This is an optimization exercise on Yosys and OpenROAD, whose aim is small area and a short achievable clock period, not a production implementation. Function was checked by simulation only, so behaviour that the tests miss may differ from the original. Power is estimated from default activity; no workload was simulated.

exp/tundra:
// vc_circular_buffer
module vc_circular_buffer #(
    parameter int FLIT_W      = 64,
    parameter int NUM_VC      = 4,
    parameter int BUFFER_SIZE = 8,
    parameter int OFF_THR     = BUFFER_SIZE - 2,
    parameter int ON_THR      = 1,
    localparam int VC_W       = (NUM_VC > 1) ? $clog2(NUM_VC) : 1,
    localparam int CNT_W      = $clog2(BUFFER_SIZE + 1)
) (
    input  logic                    clk,
    input  logic                    rst_n,
    input  logic                    write_i,
    input  logic [VC_W-1:0]         write_vc_i,
    input  logic [FLIT_W-1:0]       input_Data,
    input  logic                    read_i,
    input  logic [VC_W-1:0]         read_vc_i,
    output logic [FLIT_W-1:0]       output_Data,
    output logic [NUM_VC-1:0]       buf_empty,
    output logic [NUM_VC-1:0]       buf_full,
    output logic [NUM_VC-1:0]       buf_On_Off,
    output logic [NUM_VC*CNT_W-1:0] occupancy,
    output logic                    overflow_o,
    output logic                    underflow_o
);
    localparam int BODY = BUFFER_SIZE - 1;
    localparam logic [CNT_W-1:0] CNT_FULL = CNT_W'(BUFFER_SIZE);
    localparam logic [CNT_W-1:0] CNT_OFF  = CNT_W'(OFF_THR);
    localparam logic [CNT_W-1:0] CNT_ON   = CNT_W'(ON_THR);
    logic [FLIT_W-1:0] head_q [NUM_VC];
    logic [FLIT_W-1:0] body_q [NUM_VC][BODY];
    logic [BODY-1:0]   bwp_q [NUM_VC];
    logic [BODY-1:0]   brp_q [NUM_VC];
    logic [CNT_W-1:0]  count_q [NUM_VC];
    logic [CNT_W-1:0]  count_d [NUM_VC];
  ...
For scale: ~4200 cells after synthesis, about 79000 um2 of cells after synthesis.
export LEC_CHECK = 0
export ABC_CLOCK_PERIOD_IN_PS = 3000
export CAP_MARGIN = 20
export CORE_MARGIN = 2
export CORE_UTILIZATION = 40
export CTS_CLUSTER_DIAMETER = 100
export CTS_CLUSTER_SIZE = 26
export SETUP_SLACK_MARGIN = 2.5
export SLEW_MARGIN = 20
export SYNTH_HIERARCHICAL = 1
export TNS_END_PERCENT = 5
create_clock -name core_clock -period 5.5 [get_ports {clk}]
standard.sh (not shown) runs the stock make flow with config.mk's settings and CLKGATE_MAP_FILE= SYNTH_SCRIPT=/design/flow/synth_recipe.tcl, a recipe that flattens the netlist after the stock synthesis.
==> flow/flow/run.sh <==
#!/bin/bash
# The standard layout with two changes: the read_vc_i and output_Data pins
# are placed on one edge (flow/io.tcl, run before pin placement), and the
# resizer may change a cell's footprint when it sizes it.
set -euo pipefail
W=$(pwd)
bash standard.sh PRE_IO_PLACEMENT_TCL="$W/flow/io.tcl" MATCH_CELL_FOOTPRINT=0 finish > "$W/standard_flow.log" 2>&1
==> flow/flow/io.tcl <==
# Put the read-VC select in the middle of the data outputs, packed on a short
# stretch of one edge, so the head registers and the output select sit next to
# both and the select nets stay short.
set pins {}
for {set b 0} {$b < 32} {incr b} { lappend pins "output_Data\[$b\]" }
lappend pins {read_vc_i[0]} {read_vc_i[1]}
for {set b 32} {$b < 64} {incr b} { lappend pins "output_Data\[$b\]" }
set_io_pin_constraint -group -order -pin_names $pins -region bottom:190-250
exp/tundra never completed; the flow aborted with a tool error in 3_2_place_iop.
Modified inputs, exp/raven compared to exp/tundra
Settings: CORE_UTILIZATION changed from 40 to 50.
-- flow/flow/io.tcl --
<<< exp/tundra, line 8
set_io_pin_constraint -group -order -pin_names $pins -region bottom:190-250
>>> exp/raven, line 8
set_io_pin_constraint -group -order -pin_names $pins -region bottom:110-250
--- outcome ---
Compared exp/raven against exp/tundra; total nets after synthesis within noise. Diff exp/raven..exp/tundra | arithmetic-cell share of the synthesized area counting full adders, half adders and majority gates | unchanged. Measured against each other, exp/tundra and exp/raven differ in die extent in x, the lower figure coming from exp/raven. Per the comparison of exp/raven with exp/tundra, vertical die dimension decreased by about 10% relative to the old numbers, number of library cell types mapped by synthesis closely matched the old numbers. Site row count: exp/raven < exp/tundra. Initial standard-cell utilization of the core, exp/tundra and exp/raven: higher on exp/raven. exp/tundra -> exp/raven: synthesized cell count delta 0, exact match. [compare] base=exp/tundra new=exp/raven: xor/xnor share of the synthesized area ~0 delta; async set-reset flop share out of synthesis ~0 delta; register bit count reported by yosys ~0 delta. FAIL exp/tundra @ 3_2_place_iop: tool exited with error. exp/raven completed every stage of the flow, and the final layout passed the timing, DRC and antenna checks.
Setup changes, exp/raven to exp/violet
Settings: an added GPL_ROUTABILITY_DRIVEN of 0; a change of CORE_UTILIZATION from 50 to 40.
-- flow/flow/io.tcl --
<<< exp/raven, line 8
set_io_pin_constraint -group -order -pin_names $pins -region bottom:110-250
>>> exp/violet, line 8
set_io_pin_constraint -group -order -pin_names $pins -region bottom:140-300
## What came out
Per the final summary, exp/violet finished and its layout is clean on timing, DRC and antenna.
Diff exp/raven -> exp/violet: routed wire length has increased; share of power burned in registers has decreased; relative contribution of combinational cells to total power has increased.
Comparing exp/violet and exp/raven, the higher sequential share of layout area is on exp/raven.
Cmp exp/violet vs exp/raven: area overhead of the layout relative to synthesis higher in exp/violet
Summary of exp/violet over exp/raven: relative slew slack lower, worst setup slack lower.
Changes in exp/nickel relative to exp/violet:
Settings: GPL_ROUTABILITY_DRIVEN no longer set, was 0.
==> flow/flow/run.sh <==
#!/bin/bash
# The standard layout with three changes: the read_vc_i and output_Data
# pins are placed together on one edge (flow/io.tcl, run before pin
# placement), the port buffers are buf_2 rather than the delay cell
# buffer_ports picks on its own, and the resizer may change a cell's footprint
# when it sizes it.
set -euo pipefail
W=$(pwd)
bash standard.sh PRE_IO_PLACEMENT_TCL="$W/flow/io.tcl" MATCH_CELL_FOOTPRINT=0 \
    BUFFER_PORTS_ARGS="-buffer_cell sky130_fd_sc_hd__buf_2" finish > "$W/standard_flow.log" 2>&1
[summary]
Going from exp/violet to exp/nickel, the count of multi-input combinational gates was found to have gone down by about 0.8%.
exp/nickel against exp/violet; non-clock buffer total of the final layout is down by more than 10%.
Summary of exp/nickel over exp/violet: final area went down, normalized max-slew margin saw an increase, clock network fraction of design power stayed essentially flat.

[afterwards: timing with drivers on the ports]
How much do the figures lean on ideal ports? The routed layouts below were timed once more, with nothing changed but the port constraints. Step 1 (the two cells are an assumption about what drives the block):
set clk [get_ports {clk}]
set_driving_cell -lib_cell sky130_fd_sc_hd__clkbuf_16 $clk
set_driving_cell -lib_cell sky130_fd_sc_hd__buf_2 [delete_from_list [all_inputs] $clk]
Step 2 times the ports against the registers' clock, not the clock port: input delays grow and output delays shrink by t, the midpoint of the rising clock arrivals with the driver on. a / b / c = ideal ports / drivers / drivers and shift; a / b = the first two.
run	shift t [ns]	setup slack, ns	worst data-port slew with drivers (ns)
exp/raven	0.826	2.215 / 1.874 / 1.467	0.53
exp/violet	0.836	2.112 / 1.829 / 1.409	0.37
exp/nickel	0.833	2.006 / 1.651 / 1.313	0.44
After both steps setup and hold are still met in every run listed. The setup slack of exp/raven, which loses most, moves by -0.341 ns with the drivers and by -0.748 ns with both steps.
